Context: an optimization exercise on an open-source flow, tuned for small area, a short achievable clock period and few clock cycles per item. The choices shown serve that exercise and are no tape-out recipe. In this exercise RTL edits were held to simulation tests only and were not proved equivalent to the original.

==> design.v <==
`timescale 1ns / 1ps
package rlbr_pkg;
    localparam int MAX_LIGHTS_DEF = 16;
    typedef struct packed {
        logic       neg;
        logic [6:0] mag;
    } sine_t;
    function automatic logic [6:0] sin_q(input logic [6:0] a);
        logic [6:0] v;
        case (a)
            7'd0: v = 7'd0;
            7'd1: v = 7'd2;
            7'd2: v = 7'd3;
            7'd3: v = 7'd5;
            7'd4: v = 7'd7;
            7'd5: v = 7'd9;
            7'd6: v = 7'd10;
            7'd7: v = 7'd12;
            7'd8: v = 7'd14;
            7'd9: v = 7'd16;
            7'd10: v = 7'd17;
            7'd11: v = 7'd19;
            7'd12: v = 7'd21;
            7'd13: v = 7'd22;
            7'd14: v = 7'd24;
            7'd15: v = 7'd26;
            7'd16: v = 7'd28;
            7'd17: v = 7'd29;
            7'd18: v = 7'd31;
            7'd19: v = 7'd33;
            7'd20: v = 7'd34;
            7'd21: v = 7'd36;
            7'd22: v = 7'd37;
            7'd23: v = 7'd39;
            7'd24: v = 7'd41;
            7'd25: v = 7'd42;
            7'd26: v = 7'd44;
            7'd27: v = 7'd45;
            7'd28: v = 7'd47;
            7'd29: v = 7'd48;
            7'd30: v = 7'd50;
            7'd31: v = 7'd52;
            7'd32: v = 7'd53;
            7'd33: v = 7'd54;
            7'd34: v = 7'd56;
            7'd35: v = 7'd57;
            7'd36: v = 7'd59;
            7'd37: v = 7'd60;
            7'd38: v = 7'd62;
            7'd39: v = 7'd63;
            7'd40: v = 7'd64;
            7'd41: v = 7'd66;
            7'd42: v = 7'd67;
            7'd43: v = 7'd68;
            7'd44: v = 7'd69;
            7'd45: v = 7'd71;
            7'd46: v = 7'd72;
            7'd47: v = 7'd73;
            7'd48: v = 7'd74;
            7'd49: v = 7'd75;
            7'd50: v = 7'd77;
            7'd51: v = 7'd78;
            7'd52: v = 7'd79;
            7'd53: v = 7'd80;
            7'd54: v = 7'd81;
            7'd55: v = 7'd82;
            7'd56: v = 7'd83;
            7'd57: v = 7'd84;
            7'd58: v = 7'd85;
            7'd59: v = 7'd86;
            7'd60: v = 7'd87;
            7'd61: v = 7'd87;
            7'd62: v = 7'd88;
            7'd63: v = 7'd89;
            7'd64: v = 7'd90;
            7'd65: v = 7'd91;
            7'd66: v = 7'd91;
            7'd67: v = 7'd92;
            7'd68: v = 7'd93;
            7'd69: v = 7'd93;
            7'd70: v = 7'd94;
            7'd71: v = 7'd95;
            7'd72: v = 7'd95;
            7'd73: v = 7'd96;
            7'd74: v = 7'd96;
            7'd75: v = 7'd97;
            7'd76: v = 7'd97;
            7'd77: v = 7'd97;
            7'd78: v = 7'd98;
            7'd79: v = 7'd98;
            7'd80: v = 7'd98;
            7'd81: v = 7'd99;
            7'd82: v = 7'd99;
            7'd83: v = 7'd99;
            7'd84: v = 7'd99;
            7'd85: v = 7'd100;
            7'd86: v = 7'd100;
            7'd87: v = 7'd100;
            7'd88: v = 7'd100;
            7'd89: v = 7'd100;
            7'd90: v = 7'd100;
            default: v = 7'd100;
        endcase
        sin_q = v;
    endfunction
    function automatic sine_t sine_of(input logic [8:0] h);
        logic [8:0] a;
        sine_t      s;
        if (h <= 9'd90) begin
            a = h;
            s.neg = 1'b0;
        end else if (h <= 9'd180) begin
            a = 9'd180 - h;
            s.neg = 1'b0;
        end else if (h <= 9'd270) begin
            a = h - 9'd180;
            s.neg = 1'b1;
        end else begin
            a = 9'd360 - h;
            s.neg = 1'b1;
        end
        s.mag = sin_q(a[6:0]);
        sine_of = s;
    endfunction
    function automatic int ones16(input logic [15:0] m);
        int k;
        k = 0;
        for (int i = 0; i < 16; i++) begin
            if (m[i]) k = k + 1;
        end
        ones16 = k;
    endfunction
endpackage
`timescale 1ns / 1ps
module rlbr_front (
    input  logic        aclk,
    input  logic        aresetn,
    input  logic        s_valid,
    output logic        s_ready,
    input  logic [89:0] s_data,
    output logic        h_valid,
    output logic [89:0] h_data,
    input  logic        h_pop
);
    logic        k_valid;
    logic [89:0] k_data;
    logic        take;
    assign s_ready = !k_valid;
    assign take    = s_valid && !k_valid;
    always_ff @(posedge aclk) begin
        if (!aresetn) begin
            h_valid <= 1'b0;
            k_valid <= 1'b0;
        end else begin
            if (!h_valid || h_pop) begin
                h_valid <= k_valid || take;
                k_valid <= 1'b0;
            end else if (take) begin
                k_valid <= 1'b1;
            end
        end
        if (!h_valid || h_pop) begin
            h_data <= k_valid ? k_data : s_data;
        end
        if (take) begin
            k_data <= s_data;
        end
    end
endmodule
`timescale 1ns / 1ps
module rlbr_fifo #(
    parameter int DEPTH = 8
) (
    input  logic        aclk,
    input  logic        aresetn,
    input  logic        alloc,
    input  logic [11:0] alloc_idx,
    output logic        credit,
    input  logic        res_we,
    input  logic [23:0] res_rgb,
    output logic        m_valid,
    input  logic        m_ready,
    output logic [35:0] m_data
);
    localparam int PW = (DEPTH > 1) ? $clog2(DEPTH) : 1;
    logic [11:0]   s_idx [DEPTH];
    logic [23:0]   s_rgb [DEPTH];
    logic [PW-1:0] pa, pw, pr;
    logic [PW:0]   n_alloc;      
    logic [PW:0]   n_done;       
    logic          move;
    function automatic logic [PW-1:0] inc(input logic [PW-1:0] p);
        inc = (32'(p) == DEPTH - 1) ? '0 : p + 1'b1;
    endfunction
    assign credit = (32'(n_alloc) < DEPTH);
    assign move   = (n_done != '0) && (!m_valid || m_ready);
    always_ff @(posedge aclk) begin
        if (!aresetn) begin
            pa      <= '0;
            pw      <= '0;
            pr      <= '0;
            n_alloc <= '0;
            n_done  <= '0;
            m_valid <= 1'b0;
        end else begin
            if (alloc)  pa <= inc(pa);
            if (res_we) pw <= inc(pw);
            if (move)   pr <= inc(pr);
            n_alloc <= n_alloc + (PW+1)'(alloc) - (PW+1)'(move);
            n_done  <= n_done + (PW+1)'(res_we) - (PW+1)'(move);
            if (move)         m_valid <= 1'b1;
            else if (m_ready) m_valid <= 1'b0;
        end
        if (move) m_data <= {s_idx[pr], s_rgb[pr]};
    end
    for (genvar i = 0; i < DEPTH; i++) begin : g_s
        always_ff @(posedge aclk) begin
            if (alloc && pa == PW'(i))  s_idx[i] <= alloc_idx;
            if (res_we && pw == PW'(i)) s_rgb[i] <= res_rgb;
        end
    end
endmodule
`timescale 1ns / 1ps
module rlbr_lane #(
    parameter logic [15:0] SQM = 16'h0000,
    parameter logic [15:0] DVM = 16'h8000
) (
    input  logic        aclk,
    input  logic [12:0] p100,
    input  logic [12:0] c100,
    input  logic [15:0] row,
    input  logic [15:0] col,
    input  logic        lv,
    input  logic [14:0] r100,
    input  logic [12:0] d25,
    input  logic [23:0] rgb,
    output logic [15:0] q_r,
    output logic [15:0] q_g,
    output logic [15:0] q_b
);
    logic signed [17:0] dr, dc;
    logic [15:0]        adr, adc;
    logic               far;
    logic [14:0]        a_r, a_c;
    logic               a_ok;
    always_comb begin
        dr  = $signed({5'd0, p100}) - $signed({{2{row[15]}}, row});
        dc  = $signed({5'd0, c100}) - $signed({{2{col[15]}}, col});
        adr = dr[17] ? 16'(-dr) : 16'(dr);
        adc = dc[17] ? 16'(-dc) : 16'(dc);
        far = (adr >= {1'b0, r100}) || (adc >= {1'b0, r100});
    end
    always_ff @(posedge aclk) begin
        a_r  <= adr[14:0];
        a_c  <= adc[14:0];
        a_ok <= lv && !far;
    end
    logic [30:0] b_x;
    logic        b_ok;
    always_ff @(posedge aclk) begin
        b_x  <= 31'(30'(a_r) * 30'(a_r)) + 31'(30'(a_c) * 30'(a_c));
        b_ok <= a_ok;
    end
    logic [16:0] s_rem  [16];
    logic [14:0] s_root [16];
    logic [29:0] s_x    [16];
    logic        s_ok   [16];
    assign s_rem[0]  = '0;
    assign s_root[0] = '0;
    assign s_x[0]    = b_x[29:0];
    assign s_ok[0]   = b_ok && !b_x[30];
    for (genvar s = 1; s <= 15; s++) begin : g_sq
        logic [s+1:0] t;
        logic [s:0]   trial;
        logic [s+2:0] diff;
        logic         ge;
        logic [s:0]   rem_n;
        logic [s-1:0] root_n;
        logic [29:0]  x_n;
        assign t     = {s_rem[s-1][s-1:0], s_x[s-1][29:28]};
        assign x_n   = {s_x[s-1][27:0], 2'b00};
        if (s == 1) begin : g_t1
            assign trial = 2'b01;
        end else begin : g_tn
            assign trial = {s_root[s-1][s-2:0], 2'b01};
        end
        assign diff  = {1'b0, t} - {2'b00, trial};
        assign ge    = !diff[s+2];
        assign rem_n = ge ? diff[s:0] : t[s:0];
        if (s == 1) begin : g_r1
            assign root_n = ge;
        end else begin : g_rn
            assign root_n = {s_root[s-1][s-2:0], ge};
        end
        if (SQM[s-1]) begin : g_r
            logic [s:0]   r_rem;
            logic [s-1:0] r_root;
            logic         r_ok;
            always_ff @(posedge aclk) begin
                r_rem  <= rem_n;
                r_root <= root_n;
                r_ok   <= s_ok[s-1];
            end
            assign s_rem[s]  = 17'(r_rem);
            assign s_root[s] = 15'(r_root);
            assign s_ok[s]   = r_ok;
            if (s < 15) begin : g_x
                logic [29-2*s:0] r_x;
                always_ff @(posedge aclk) r_x <= x_n[29:2*s];
                assign s_x[s] = {r_x, {(2*s){1'b0}}};
            end else begin : g_x0
                assign s_x[s] = '0;
            end
        end else begin : g_c
            assign s_rem[s]  = 17'(rem_n);
            assign s_root[s] = 15'(root_n);
            assign s_x[s]    = x_n;
            assign s_ok[s]   = s_ok[s-1];
        end
    end
    logic [14:0] w_c, w_v;
    logic        w_okc, w_ok;
    always_comb begin
        w_okc = s_ok[15] && (s_root[15] < r100);
        w_c   = r100 - s_root[15];
    end
    if (SQM[15]) begin : g_wr
        always_ff @(posedge aclk) begin
            w_v  <= w_c;
            w_ok <= w_okc;
        end
    end else begin : g_wc
        assign w_v  = w_c;
        assign w_ok = w_okc;
    end
    logic [22:0] d_p [3];
    logic        d_ok;
    always_ff @(posedge aclk) begin
        d_p[0] <= 23'(rgb[23:16]) * 23'(w_v);
        d_p[1] <= 23'(rgb[15:8])  * 23'(w_v);
        d_p[2] <= 23'(rgb[7:0])   * 23'(w_v);
        d_ok   <= w_ok;
    end
    logic [12:0] v_rem [3][17];
    logic [15:0] v_q   [3][17];
    logic [9:0]  v_p   [3][17];
    logic        v_ok  [17];
    assign v_ok[0] = d_ok;
    for (genvar c = 0; c < 3; c++) begin : g_ch
        assign v_rem[c][0] = d_p[c][22:10];
        assign v_q[c][0]   = '0;
        assign v_p[c][0]   = d_p[c][9:0];
    end
    for (genvar k = 1; k <= 16; k++) begin : g_dv
        for (genvar c = 0; c < 3; c++) begin : g_c
            logic [13:0]  t;
            logic [14:0]  diff;
            logic         ge;
            logic [12:0]  rem_n;
            logic [k-1:0] q_n;
            logic [9:0]   p_n;
            if (k <= 10) begin : g_b
                assign t = {v_rem[c][k-1], v_p[c][k-1][9]};
            end else begin : g_z
                assign t = {v_rem[c][k-1], 1'b0};
            end
            assign p_n   = {v_p[c][k-1][8:0], 1'b0};
            assign diff  = {1'b0, t} - {2'b00, d25};
            assign ge    = !diff[14];
            assign rem_n = ge ? diff[12:0] : t[12:0];
            if (k == 1) begin : g_q1
                assign q_n = ge;
            end else begin : g_qn
                assign q_n = {v_q[c][k-1][k-2:0], ge};
            end
            if (DVM[k-1]) begin : g_r
                logic [k-1:0] r_q;
                always_ff @(posedge aclk) r_q <= q_n;
                assign v_q[c][k] = 16'(r_q);
                if (k < 16) begin : g_rr
                    logic [12:0] r_rem;
                    always_ff @(posedge aclk) r_rem <= rem_n;
                    assign v_rem[c][k] = r_rem;
                end else begin : g_rz
                    assign v_rem[c][k] = '0;
                end
                if (k < 10) begin : g_rp
                    logic [9:k] r_p;
                    always_ff @(posedge aclk) r_p <= p_n[9:k];
                    assign v_p[c][k] = {r_p, {k{1'b0}}};
                end else begin : g_rpz
                    assign v_p[c][k] = '0;
                end
            end else begin : g_n
                assign v_rem[c][k] = rem_n;
                assign v_q[c][k]   = 16'(q_n);
                assign v_p[c][k]   = p_n;
            end
        end
        if (DVM[k-1]) begin : g_okr
            logic r_ok;
            always_ff @(posedge aclk) r_ok <= v_ok[k-1];
            assign v_ok[k] = r_ok;
        end else begin : g_okn
            assign v_ok[k] = v_ok[k-1];
        end
    end
    assign q_r = v_ok[16] ? v_q[0][16] : 16'd0;
    assign q_g = v_ok[16] ? v_q[1][16] : 16'd0;
    assign q_b = v_ok[16] ? v_q[2][16] : 16'd0;
endmodule
module rlbr_back #(
    parameter int          K   = 4,
    parameter logic [15:0] SQM = 16'h0000,
    parameter logic [15:0] DVM = 16'h8000
) (
    input  logic        aclk,
    input  logic        aresetn,
    input  logic [4:0]  n_eff,
    input  logic [4:0]  ncyc,
    input  logic [14:0] r100,
    input  logic [12:0] d25,
    input  logic signed [7:0] col_min,
    input  logic signed [7:0] col_max,
    input  logic signed [7:0] row_min,
    input  logic signed [7:0] row_max,
    input  logic        h_valid,
    input  logic [89:0] h_data,
    input  logic        h_kept,
    output logic        h_pop,
    input  logic        credit,
    output logic        alloc,
    output logic        res_we,
    output logic [23:0] res_rgb
);
    localparam int L   = 16 / K;
    localparam int JW  = (L > 1) ? $clog2(L) : 1;
    localparam int KW  = (K > 1) ? $clog2(K) : 1;
    localparam int NSQ = rlbr_pkg::ones16(SQM);
    localparam int NDV = rlbr_pkg::ones16(DVM);
    localparam int MS  = 2 + NSQ;           
    localparam int LAT = 3 + NSQ + NDV;     
    logic [15:0] l_row [16];
    logic [15:0] l_col [16];
    logic [23:0] l_rgb [16];
    logic [8:0]  l_hd  [16];
    logic [6:0]  l_sp  [16];
    logic        ld_we;
    logic [3:0]  ld_idx;
    logic        mv_we;
    logic [3:0]  mv_idx;
    logic [15:0] mv_row, mv_col;
    logic [8:0]  mv_hd;
    logic [8:0]  ld_hd;
    assign ld_idx = h_data[87:84];
    assign ld_hd  = (h_data[27:19] >= 9'd360) ? h_data[27:19] - 9'd360 : h_data[27:19];
    for (genvar i = 0; i < 16; i++) begin : g_lt
        always_ff @(posedge aclk) begin
            if (ld_we && ld_idx == 4'(i)) begin
                l_rgb[i] <= h_data[83:60];
                l_sp[i]  <= h_data[18:12];
            end
            if ((ld_we && ld_idx == 4'(i)) || (mv_we && mv_idx == 4'(i))) begin
                l_row[i] <= ld_we ? h_data[59:44] : mv_row;
                l_col[i] <= ld_we ? h_data[43:28] : mv_col;
                l_hd[i]  <= ld_we ? ld_hd : mv_hd;
            end
        end
    end
    logic              iss_v;
    logic [JW-1:0]     iss_j;
    logic [12:0]       iss_p100, iss_c100;
    logic              iss_last, iss_free;
    logic              adv_busy;
    logic              tags_busy;
    logic [5:0]        h_pr, h_pc;
    logic [1:0]        h_op;
    assign h_op     = h_data[89:88];
    assign h_pr     = h_data[11:6];
    assign h_pc     = h_data[5:0];
    assign iss_last = (5'(iss_j) + 5'd1 == ncyc);
    assign iss_free = !iss_v || iss_last;
    logic start_render, start_adv;
    always_comb begin
        h_pop        = 1'b0;
        start_render = 1'b0;
        start_adv    = 1'b0;
        ld_we        = 1'b0;
        if (h_valid) begin
            case (h_op)
                2'd0: begin
                    if (!iss_v && !tags_busy && !adv_busy) begin
                        ld_we = 1'b1;
                        h_pop = 1'b1;
                    end
                end
                2'd1: begin
                    if (!h_kept) begin
                        h_pop = 1'b1;
                    end else if (iss_free && !adv_busy && credit) begin
                        start_render = 1'b1;
                        h_pop        = 1'b1;
                    end
                end
                2'd2: begin
                    if (n_eff == 5'd0) begin
                        h_pop = 1'b1;
                    end else if (iss_free && !adv_busy) begin
                        start_adv = 1'b1;
                        h_pop     = 1'b1;
                    end
                end
                default: h_pop = 1'b1;
            endcase
        end
    end
    assign alloc = start_render;
    always_ff @(posedge aclk) begin
        if (!aresetn) begin
            iss_v <= 1'b0;
            iss_j <= '0;
        end else if (start_render) begin
            iss_v <= 1'b1;
            iss_j <= '0;
        end else if (iss_v) begin
            iss_v <= !iss_last;
            iss_j <= iss_j + 1'b1;
        end
        if (start_render) begin
            iss_p100 <= 13'(h_pr) * 13'd100;
            iss_c100 <= 13'(h_pc) * 13'd100;
        end
    end
    logic          t_v [LAT+1];
    logic          t_f [LAT+1];
    logic          t_l [LAT+1];
    logic [JW-1:0] t_j [LAT+1];
    assign t_v[0] = iss_v;
    assign t_f[0] = (iss_j == '0);
    assign t_l[0] = iss_last;
    assign t_j[0] = iss_j;
    for (genvar s = 1; s <= LAT; s++) begin : g_tag
        always_ff @(posedge aclk) begin
            if (!aresetn) t_v[s] <= 1'b0;
            else          t_v[s] <= t_v[s-1];
            t_f[s] <= t_f[s-1];
            t_l[s] <= t_l[s-1];
            t_j[s] <= t_j[s-1];
        end
    end
    always_comb begin
        tags_busy = 1'b0;
        for (int s = 1; s <= MS; s++) tags_busy = tags_busy | t_v[s];
    end
    logic [JW-1:0] rd_j;
    logic [3:0]    adv_i;
    logic          adv_run;
    assign rd_j = adv_run ? adv_i[3:KW] : iss_j;
    logic [15:0] ln_row [K];
    logic [15:0] ln_col [K];
    logic [15:0] ln_q   [K][3];
    for (genvar i = 0; i < K; i++) begin : g_ln
        logic [4:0]  lidx;
        logic [23:0] rgb;
        always_comb begin
            ln_row[i] = l_row[i];
            ln_col[i] = l_col[i];
            rgb       = l_rgb[i];
            for (int j = 1; j < L; j++) begin
                if (rd_j == JW'(j)) begin
                    ln_row[i] = l_row[j*K+i];
                    ln_col[i] = l_col[j*K+i];
                end
                if (t_j[MS] == JW'(j)) rgb = l_rgb[j*K+i];
            end
            lidx = 5'(iss_j) * 5'(K) + 5'(i);
        end
        rlbr_lane #(
            .SQM (SQM),
            .DVM (DVM)
        ) u_lane (
            .aclk (aclk),
            .p100 (iss_p100),
            .c100 (iss_c100),
            .row  (ln_row[i]),
            .col  (ln_col[i]),
            .lv   (iss_v && (lidx < n_eff)),
            .r100 (r100),
            .d25  (d25),
            .rgb  (rgb),
            .q_r  (ln_q[i][0]),
            .q_g  (ln_q[i][1]),
            .q_b  (ln_q[i][2])
        );
    end
    logic [19:0] acc [3];
    logic        acc_done;
    logic [19:0] lsum [3];
    always_comb begin
        for (int c = 0; c < 3; c++) begin
            lsum[c] = '0;
            for (int i = 0; i < K; i++) lsum[c] = lsum[c] + 20'(ln_q[i][c]);
        end
    end
    always_ff @(posedge aclk) begin
        if (!aresetn) acc_done <= 1'b0;
        else          acc_done <= t_v[LAT] && t_l[LAT];
        if (t_v[LAT]) begin
            for (int c = 0; c < 3; c++) acc[c] <= (t_f[LAT] ? 20'd0 : acc[c]) + lsum[c];
        end
    end
    function automatic logic [7:0] sat(input logic [19:0] a);
        sat = (a[19:16] != 4'd0) ? 8'hFF : a[15:8];
    endfunction
    assign res_we  = acc_done;
    assign res_rgb = {sat(acc[1]), sat(acc[0]), sat(acc[2])};
    logic        a1_v, a2_v;
    logic [3:0]  a1_i, a2_i;
    logic [15:0] a1_row, a1_col, a2_row, a2_col;
    logic [8:0]  a1_hd, a2_hd;
    logic [6:0]  a1_sp;
    rlbr_pkg::sine_t a1_sr, a1_sc;
    logic [7:0]  a2_qr, a2_qc;
    logic        a2_nr, a2_nc;
    logic [15:0] rd_row, rd_col;
    logic [8:0]  rd_hd;
    logic [6:0]  rd_sp;
    logic [9:0]  hc10;
    rlbr_pkg::sine_t sr, sc;
    logic [13:0] mr, mc;
    logic [26:0] qr27, qc27;
    always_comb begin
        rd_row = ln_row[0];
        rd_col = ln_col[0];
        for (int i = 1; i < K; i++) begin
            if (adv_i[KW-1:0] == KW'(i)) begin
                rd_row = ln_row[i];
                rd_col = ln_col[i];
            end
        end
        rd_hd = l_hd[adv_i];
        rd_sp = l_sp[adv_i];
        hc10 = 10'(rd_hd) + 10'd90;
        if (hc10 >= 10'd360) hc10 = hc10 - 10'd360;
        sr = rlbr_pkg::sine_of(rd_hd);
        sc = rlbr_pkg::sine_of(hc10[8:0]);
        mr = 14'(a1_sr.mag) * 14'(a1_sp) + 14'd50;
        mc = 14'(a1_sc.mag) * 14'(a1_sp) + 14'd50;
        qr27 = 27'(mr) * 27'd5243;
        qc27 = 27'(mc) * 27'd5243;
    end
    always_ff @(posedge aclk) begin
        if (!aresetn) begin
            adv_run <= 1'b0;
            adv_i   <= '0;
            a1_v    <= 1'b0;
            a2_v    <= 1'b0;
        end else begin
            if (start_adv) begin
                adv_run <= 1'b1;
                adv_i   <= '0;
            end else if (adv_run) begin
                adv_run <= (5'(adv_i) + 5'd1 != n_eff);
                adv_i   <= adv_i + 4'd1;
            end
            a1_v <= adv_run;
            a2_v <= a1_v;
        end
        a1_i   <= adv_i;
        a1_row <= rd_row;
        a1_col <= rd_col;
        a1_hd  <= rd_hd;
        a1_sp  <= rd_sp;
        a1_sr  <= sr;
        a1_sc  <= sc;
        a2_i   <= a1_i;
        a2_row <= a1_row;
        a2_col <= a1_col;
        a2_hd  <= a1_hd;
        a2_nr  <= ~a1_sr.neg;
        a2_nc  <= a1_sc.neg;
        a2_qr  <= qr27[26:19];
        a2_qc  <= qc27[26:19];
    end
    assign adv_busy = adv_run || a1_v || a2_v;
    logic signed [17:0] step_r, step_c, rpos, cpos;
    logic signed [17:0] cmin, cmax, rmin, rmax;
    logic signed [10:0] hs;
    always_comb begin
        step_r = a2_nr ? -(18'(a2_qr)) : 18'(a2_qr);
        step_c = a2_nc ? -(18'(a2_qc)) : 18'(a2_qc);
        rpos = $signed({{2{a2_row[15]}}, a2_row}) + step_r;
        cpos = $signed({{2{a2_col[15]}}, a2_col}) + step_c;
        cmin = 18'(col_min) * 18'sd100;
        cmax = 18'(col_max) * 18'sd100;
        rmin = 18'(row_min) * 18'sd100;
        rmax = 18'(row_max) * 18'sd100;
        hs   = 11'(a2_hd);
        if (cpos > cmax) begin
            cpos = cmax;
            hs = (hs < 11'sd90) ? 11'sd180 - hs : 11'sd540 - hs;
        end
        if (cpos < cmin) begin
            cpos = cmin;
            hs = (hs > 11'sd180) ? 11'sd540 - hs : 11'sd180 - hs;
        end
        if (rpos > rmax) begin
            rpos = rmax;
            hs = (hs < 11'sd270) ? 11'sd540 - hs : 11'sd360 - hs;
        end
        if (rpos < rmin) begin
            rpos = rmin;
            hs = 11'sd360 - hs;
        end
        if (hs < 11'sd0) hs = hs + 11'sd360;
        if (hs >= 11'sd360) hs = hs - 11'sd360;
        mv_we  = a2_v;
        mv_idx = a2_i;
        mv_row = rpos[15:0];
        mv_col = cpos[15:0];
        mv_hd  = hs[8:0];
    end
endmodule
`timescale 1ns / 1ps
module radial_light_blob_renderer #(
    parameter int          K     = 4,
    parameter int          DEPTH = 16,
    parameter logic [15:0] SQM   = 16'h0924,
    parameter logic [15:0] DVM   = 16'hAAAA
) (
    input  logic        aclk,
    input  logic        aresetn,
    input  logic        s_valid,
    output logic        s_ready,
    input  logic [89:0] s_data,
    output logic        m_valid,
    input  logic        m_ready,
    output logic [35:0] m_data,
    input  logic        cfg_valid,
    output logic        cfg_ready,
    input  logic [2:0]  cfg_index,
    input  logic [7:0]  cfg_data
);
    logic [6:0]        panel_rows, panel_cols;
    logic [4:0]        light_count;
    logic [7:0]        radius;
    logic signed [7:0] col_min, col_max, row_min, row_max;
    assign cfg_ready = 1'b1;
    always_ff @(posedge aclk) begin
        if (!aresetn) begin
            panel_rows  <= 7'd12;
            panel_cols  <= 7'd16;
            light_count <= 5'd0;
            radius      <= 8'd13;
            col_min     <= -8'sd3;
            col_max     <= 8'sd16;
            row_min     <= -8'sd3;
            row_max     <= 8'sd12;
        end else if (cfg_valid) begin
            case (cfg_index)
                3'd0: panel_rows  <= cfg_data[6:0];
                3'd1: panel_cols  <= cfg_data[6:0];
                3'd2: light_count <= cfg_data[4:0];
                3'd3: radius      <= cfg_data;
                3'd4: col_min     <= cfg_data;
                3'd5: col_max     <= cfg_data;
                3'd6: row_min     <= cfg_data;
                default: row_max  <= cfg_data;
            endcase
        end
    end
    logic [6:0]  rows_eff, cols_eff;
    logic [4:0]  n_eff, ncyc;
    logic [14:0] r100;
    logic [12:0] d25;
    logic        any_light;
    always_ff @(posedge aclk) begin
        rows_eff  <= (panel_rows > 7'd64) ? 7'd64 : panel_rows;
        cols_eff  <= (panel_cols > 7'd64) ? 7'd64 : panel_cols;
        n_eff     <= (light_count > 5'd16) ? 5'd16 : light_count;
        ncyc      <= ((light_count > 5'd16 ? 5'd16 : light_count) + 5'(K - 1)) / 5'(K);
        r100      <= 15'(radius) * 15'd100;
        d25       <= 13'(radius) * 13'd25;
        any_light <= (light_count != 5'd0);
    end
    logic        h_valid, h_pop, h_kept;
    logic [89:0] h_data;
    logic [12:0] pidx;
    logic        credit, alloc, res_we;
    logic [23:0] res_rgb;
    rlbr_front u_front (
        .aclk    (aclk),
        .aresetn (aresetn),
        .s_valid (s_valid),
        .s_ready (s_ready),
        .s_data  (s_data),
        .h_valid (h_valid),
        .h_data  (h_data),
        .h_pop   (h_pop)
    );
    assign h_kept = (7'(h_data[11:6]) < rows_eff) && (7'(h_data[5:0]) < cols_eff) && any_light;
    assign pidx   = 13'(h_data[11:6]) * 13'(cols_eff) + 13'(cols_eff) - 13'd1 - 13'(h_data[5:0]);
    rlbr_back #(
        .K   (K),
        .SQM (SQM),
        .DVM (DVM)
    ) u_back (
        .aclk    (aclk),
        .aresetn (aresetn),
        .n_eff   (n_eff),
        .ncyc    (ncyc),
        .r100    (r100),
        .d25     (d25),
        .col_min (col_min),
        .col_max (col_max),
        .row_min (row_min),
        .row_max (row_max),
        .h_valid (h_valid),
        .h_data  (h_data),
        .h_kept  (h_kept),
        .h_pop   (h_pop),
        .credit  (credit),
        .alloc   (alloc),
        .res_we  (res_we),
        .res_rgb (res_rgb)
    );
    rlbr_fifo #(
        .DEPTH (DEPTH)
    ) u_fifo (
        .aclk      (aclk),
        .aresetn   (aresetn),
        .alloc     (alloc),
        .alloc_idx (pidx[11:0]),
        .credit    (credit),
        .res_we    (res_we),
        .res_rgb   (res_rgb),
        .m_valid   (m_valid),
        .m_ready   (m_ready),
        .m_data    (m_data)
    );
endmodule
==> run.sh <==
#!/bin/bash
# synth_recipe.tcl (not shown) runs the flow's synth.tcl, then flattens the netlist and writes it again
# the make line also repeats each setting of config.mk as NAME=value (left out here)
make -C /OpenROAD-flow-scripts/flow DESIGN_CONFIG=/design/flow/config.mk WORK_HOME=/design/flow/orfs CLKGATE_MAP_FILE= SYNTH_SCRIPT=/design/flow/synth_recipe.tcl finish
==> config.mk <==
export PLATFORM = sky130hd
export DESIGN_NAME = radial_light_blob_renderer
export DESIGN_NICKNAME = radial_light_blob_renderer
export VERILOG_FILES = /design/flow/design.v
export SDC_FILE = /design/flow/constraint.sdc
export NUM_CORES = 4
export LEC_CHECK = 0
export ABC_CLOCK_PERIOD_IN_PS = 4000
export CAP_MARGIN = 20
export CORE_MARGIN = 2
export CORE_UTILIZATION = 45
export SLEW_MARGIN = 20
==> constraint.sdc <==
create_clock -name core_clock -period 16.0 [get_ports {aclk}]
set_input_delay 3.2000 -clock core_clock [delete_from_list [all_inputs] [get_ports {aclk}]]
set_output_delay 3.2000 -clock core_clock [all_outputs]
set_load 0.01 [all_outputs]
==> run summary <==
cell usage after synthesis (all sizes together) (73+ instances only):
cell	count
buf	95
mux2	1418
nand2	2441
ha	5084
mux2i	210
inv	5031
nor2b	397
nor3	334
nand3	211
a21o	739
o21a	334
edfxtp	2026
a22oi	179
a21oi	2949
xor2	719
xnor2	1856
nor2	3580
a221oi	85
or3	85
o21bai	884
a211oi	73
or2	74
nand2b	919
and2	1410
o21ai	1701
a31oi	84
clkbuf	904
a21boi	95
fa	2753
mux4	190
dfxtp	3591
o31ai	115
worst max-delay path by stage:
stage                     slack [ps]                                            startpoint                                        to
after floorplan                  620                                        d25[1]$_DFF_P_                                 flip-flop
after global placement           700  u_back.g_ln[3].u_lane.g_sq[12].g_r.r_root[0]$_DFF_P_  u_back.g_ln[3].u_lane.d_p[2][22]$_DFF_P_
after detailed placement         700  u_back.g_ln[3].u_lane.g_sq[12].g_r.r_root[0]$_DFF_P_  u_back.g_ln[3].u_lane.d_p[2][22]$_DFF_P_
after CTS                        630  u_back.g_ln[3].u_lane.g_sq[12].g_r.r_root[0]$_DFF_P_  u_back.g_ln[3].u_lane.d_p[2][22]$_DFF_P_
after global routing              30  u_back.g_ln[1].u_lane.g_sq[12].g_r.r_root[0]$_DFF_P_  u_back.g_ln[1].u_lane.d_p[0][22]$_DFF_P_
final                           1090  u_back.g_ln[2].u_lane.g_sq[12].g_r.r_root[0]$_DFF_P_  u_back.g_ln[2].u_lane.d_p[2][21]$_DFF_P_
cell families after synthesis:
family                     count (synthesis)  share of synthesized area (%)
AOI/OAI and AO/OA                       7705                           11.4
xor gates and xnor gates                2576                           5.49
adders and majority gates               7837                           28.9
buffers and inverters                   6041                           5.53
DFF                                     5617                           32.3
muxes                                   1818                           5.43
other                                      1                       0.000911
and+or+nand+nor                         9731                           11.0
area by class of cell:
type / instances / share of cell area, %
flip-flops and latches: 5617 / 29.3
diodes: 78 / 0.0431
clock buffers: 853 / 4.04
clock inverters: 309 / 0.779
well taps: 12200 / 3.37
multi-input cells: 29700 / 56.8
inverters: 5042 / 4.20
repair buffers: 744 / 1.40
what timing repair did:
action | CTS | global route
endpoints found under the hold margin | 0 | 0
resized for setup | 0 | 5
buffers inserted | 0 | 6
setup endpoints to repair | 0 | 11
hold buffers | 0 | 0
flip-flops by register name, indices dropped and copies added, names as in the netlist, 124 cells and up:
register                                    count
u_back.g_ln.u_lane.b_x                        124
u_back.g_ln.u_lane.d_p                        276
u_back.g_ln.u_lane.g_dv.g_c.g_r.g_rp.r_p      240
u_back.g_ln.u_lane.g_dv.g_c.g_r.g_rr.r_rem   1092
u_back.g_ln.u_lane.g_dv.g_c.g_r.r_q           864
u_back.g_ln.u_lane.g_sq.g_r.g_x.r_x           240
u_back.g_ln.u_lane.g_sq.g_r.r_rem             136
u_back.l_col                                  256
u_back.l_hd                                   144
u_back.l_rgb                                  384
u_back.l_row                                  256
u_fifo.s_idx                                  192
u_fifo.s_rgb                                  384
metrics by stage:
step | utilization [%] | hold WS (ps) | std cells | instance area (µm²)
after floorplan | - | 310 | 41300 | 412000
after global placement | 47.1 | 310 | 53200 | 430000
after detailed placement | 47.1 | 312 | 53200 | 430000
after CTS | 49.5 | 212 | 54400 | 452000
after global routing | 49.6 | 226 | 54500 | 452000
final | 49.6 | 240 | 54500 | 452000
critical path, delay by kind of cell (launching register included):
kind | cells | cell delay [ps]
adder cells (fa/ha/maj) | 8 | 3360
multiplexers | 1 | 360
flip-flops | 1 | 300
buffers and inverters | 6 | 1160
XOR/XNOR | 2 | 1050
AO/OA/AOI/OAI | 27 | 6790
AND/OR/NAND/NOR | 12 | 1850
routing by layer:
| metal | GRT usage [%] | up-vias | part of all wire, % |
|---|---|---|---|
| li1 | - | 140000 | - |
| met1 | 31.6 | 142000 | 44 |
| met2 | 39.8 | 6488 | 46 |
| met3 | 3.07 | 1734 | 4.9 |
| met4 | 10.0 | 4 | 4.8 |
| met5 | 0 | - | 0.0029 |
==> run summary <==
* Avg Cell Area, Syn at 9.96 µm²
* Yosys top cell by area: dfxtp_1
* Die area at approximately 0.92 mm²
* TritonCTS buffer count at about 660
* Worst-skew pair later-pin latency at 1140 ps
* Most repeated library cell on the critical path: o21ai_0
* Final Max Tran Viols at 0
* # nets final at approximately 50000
* Flops & latches, synth at around 5600
* Routability cong. at 0.928
* Via count at 290000
* Most frequent cells in the layout: 5081 x ha_1, 5014 x inv_1, 3578 x dfxtp_1
* Final worst path period share at 93.2%
* Ys flop type: dfxtp_1
* Worst Hold Class: reg -> reg
* Drt initial violations at between 15000 and 20000
* Yosys cell types at between 100 and 150
* Grt ovf at 0
* Max-slew headroom at around 21%
* Top cells by area, synth: dfxtp_1 17%, ha_1 15%, edfxtp_1 15%
* Initial Util at a little under half
* YS warnings at 43
* Hold_sp: u_back.g_ln[3].u_lane.g_dv[4].g_okr.r_ok$_DFF_P_
* Die width at slightly below 1000 µm
* CTS tree: built
* Hold path cells at 0
* Commonest non-fill, non-tap cell in the layout: ha_1
* Fillers at 82500
* CP required at around 17000 ps
* Crit-path max cell delay at around 910 ps
* Global-route wire length before repair at 1730000 µm
* Max Buffers Root-to-Sink at 5
* Worst-Margin Slew at between 1000 and 1500 ps
* Outcome: no timing/DRC/antenna violations
* R2R Path End: u_back.g_ln[2].u_lane.d_p[2][21]$_DFF_P_
* DP Wirelength at approximately 850000 µm
* Chip Height at between 900 and 1000 µm
* First-pass DRT Iterations at 8
* Vias per cell at 5.32
* Share of layout cells above drive strength 1 at 8.42%
* Asr flop ratio synth at 0%
* Multi-input gate area at approximately 0.26 mm²
* Total track usage at 23.9%
* Clock transition at path regs at 60 ps
* Vias in the first global route at 295000
* CP Class: reg -> reg
* Final worst slack at ~1100 ps
* Mapped Cells at approximately 41000
* Num rows at 351
* Root Buffer: clkbuf_16
* CP Capture Type: flip-flop
* Post-Syn Area at just over 0.4 mm²
* Register area share after synthesis at around a third
* WL/cell at 20.6 µm
* Antenna viol nets, final at 0
* WHS Endpoint: u_back.g_ln[3].u_lane.g_dv[6].g_okr.r_ok$_DFF_P_
* Clock sinks at ~5600
* Clock Skew at 113 ps
* IO Pins at 145
* CP Max Fanout at 26
* Setup violations, final at 0
* Final hold violations at 0
* Setup crit start kind: flip-flop
* Drc violations at 0
* Initial antenna violation count at 53
* Largest net degree at the start of global routing at 86
* Core Footprint at slightly above 0.9 mm²
* # H-tree levels at 6
* Cell count of the worst reg-to-reg path at 56
* Total wire length at roughly 1100000 µm
* Max frequency at 67.1 MHz
* Fin crit period at 14910 ps
* Reg2Reg Setup Slack at between 1000 and 1500 ps
* Port bufs at roughly 140
* Number of flops mapped to enable cells by yosys at approximately 2000
* WP data arrival at ~16000 ps
* Sequential cell area at 0.133 mm²
* RSZ-0062 raised after global routing: no
* Fin Setup TNS at 0 ps
* Pre-CTS WS at around 700 ps
* Synth top area share at ~17%
* Reg2reg start: u_back.g_ln[2].u_lane.g_sq[12].g_r.r_root[0]$_DFF_P_
* Slowest cell on crit path: xnor2_1
* Area grow syn2layout at 9.96%
* Max_cap viols at 0
Testbench counts, summed over its fixed seeds: cycles 4,888, pixels 1,764.

## afterwards: timing with drivers on the ports
The results above use ideal ports. As a check the final layout listed here was re-extracted and re-timed, cells and wires unchanged.
Step 1 sets driving cells, clkbuf_16 on the clock port and buf_2 on the other inputs (assumed; they add their load-dependent delay and slew).
Step 2 also shifts input and output timing later by t, the mid clock arrival at the registers, as if the neighbouring blocks saw the same clock.
a / b / c = ideal ports / drivers / drivers and shift; a / b = the first two.
shift t [ns]: 1.231
setup WS [ns]: 1.090 / 1.090 / 1.090
hold slack, ns: 0.240 / 0.240 / 0.240
latest minus earliest clock arrival (ns): 0.122 / 0.122
After both steps this run still meets setup and hold. The setup slack of this run moves by 0.000 ns with the drivers and by 0.000 ns with both steps.
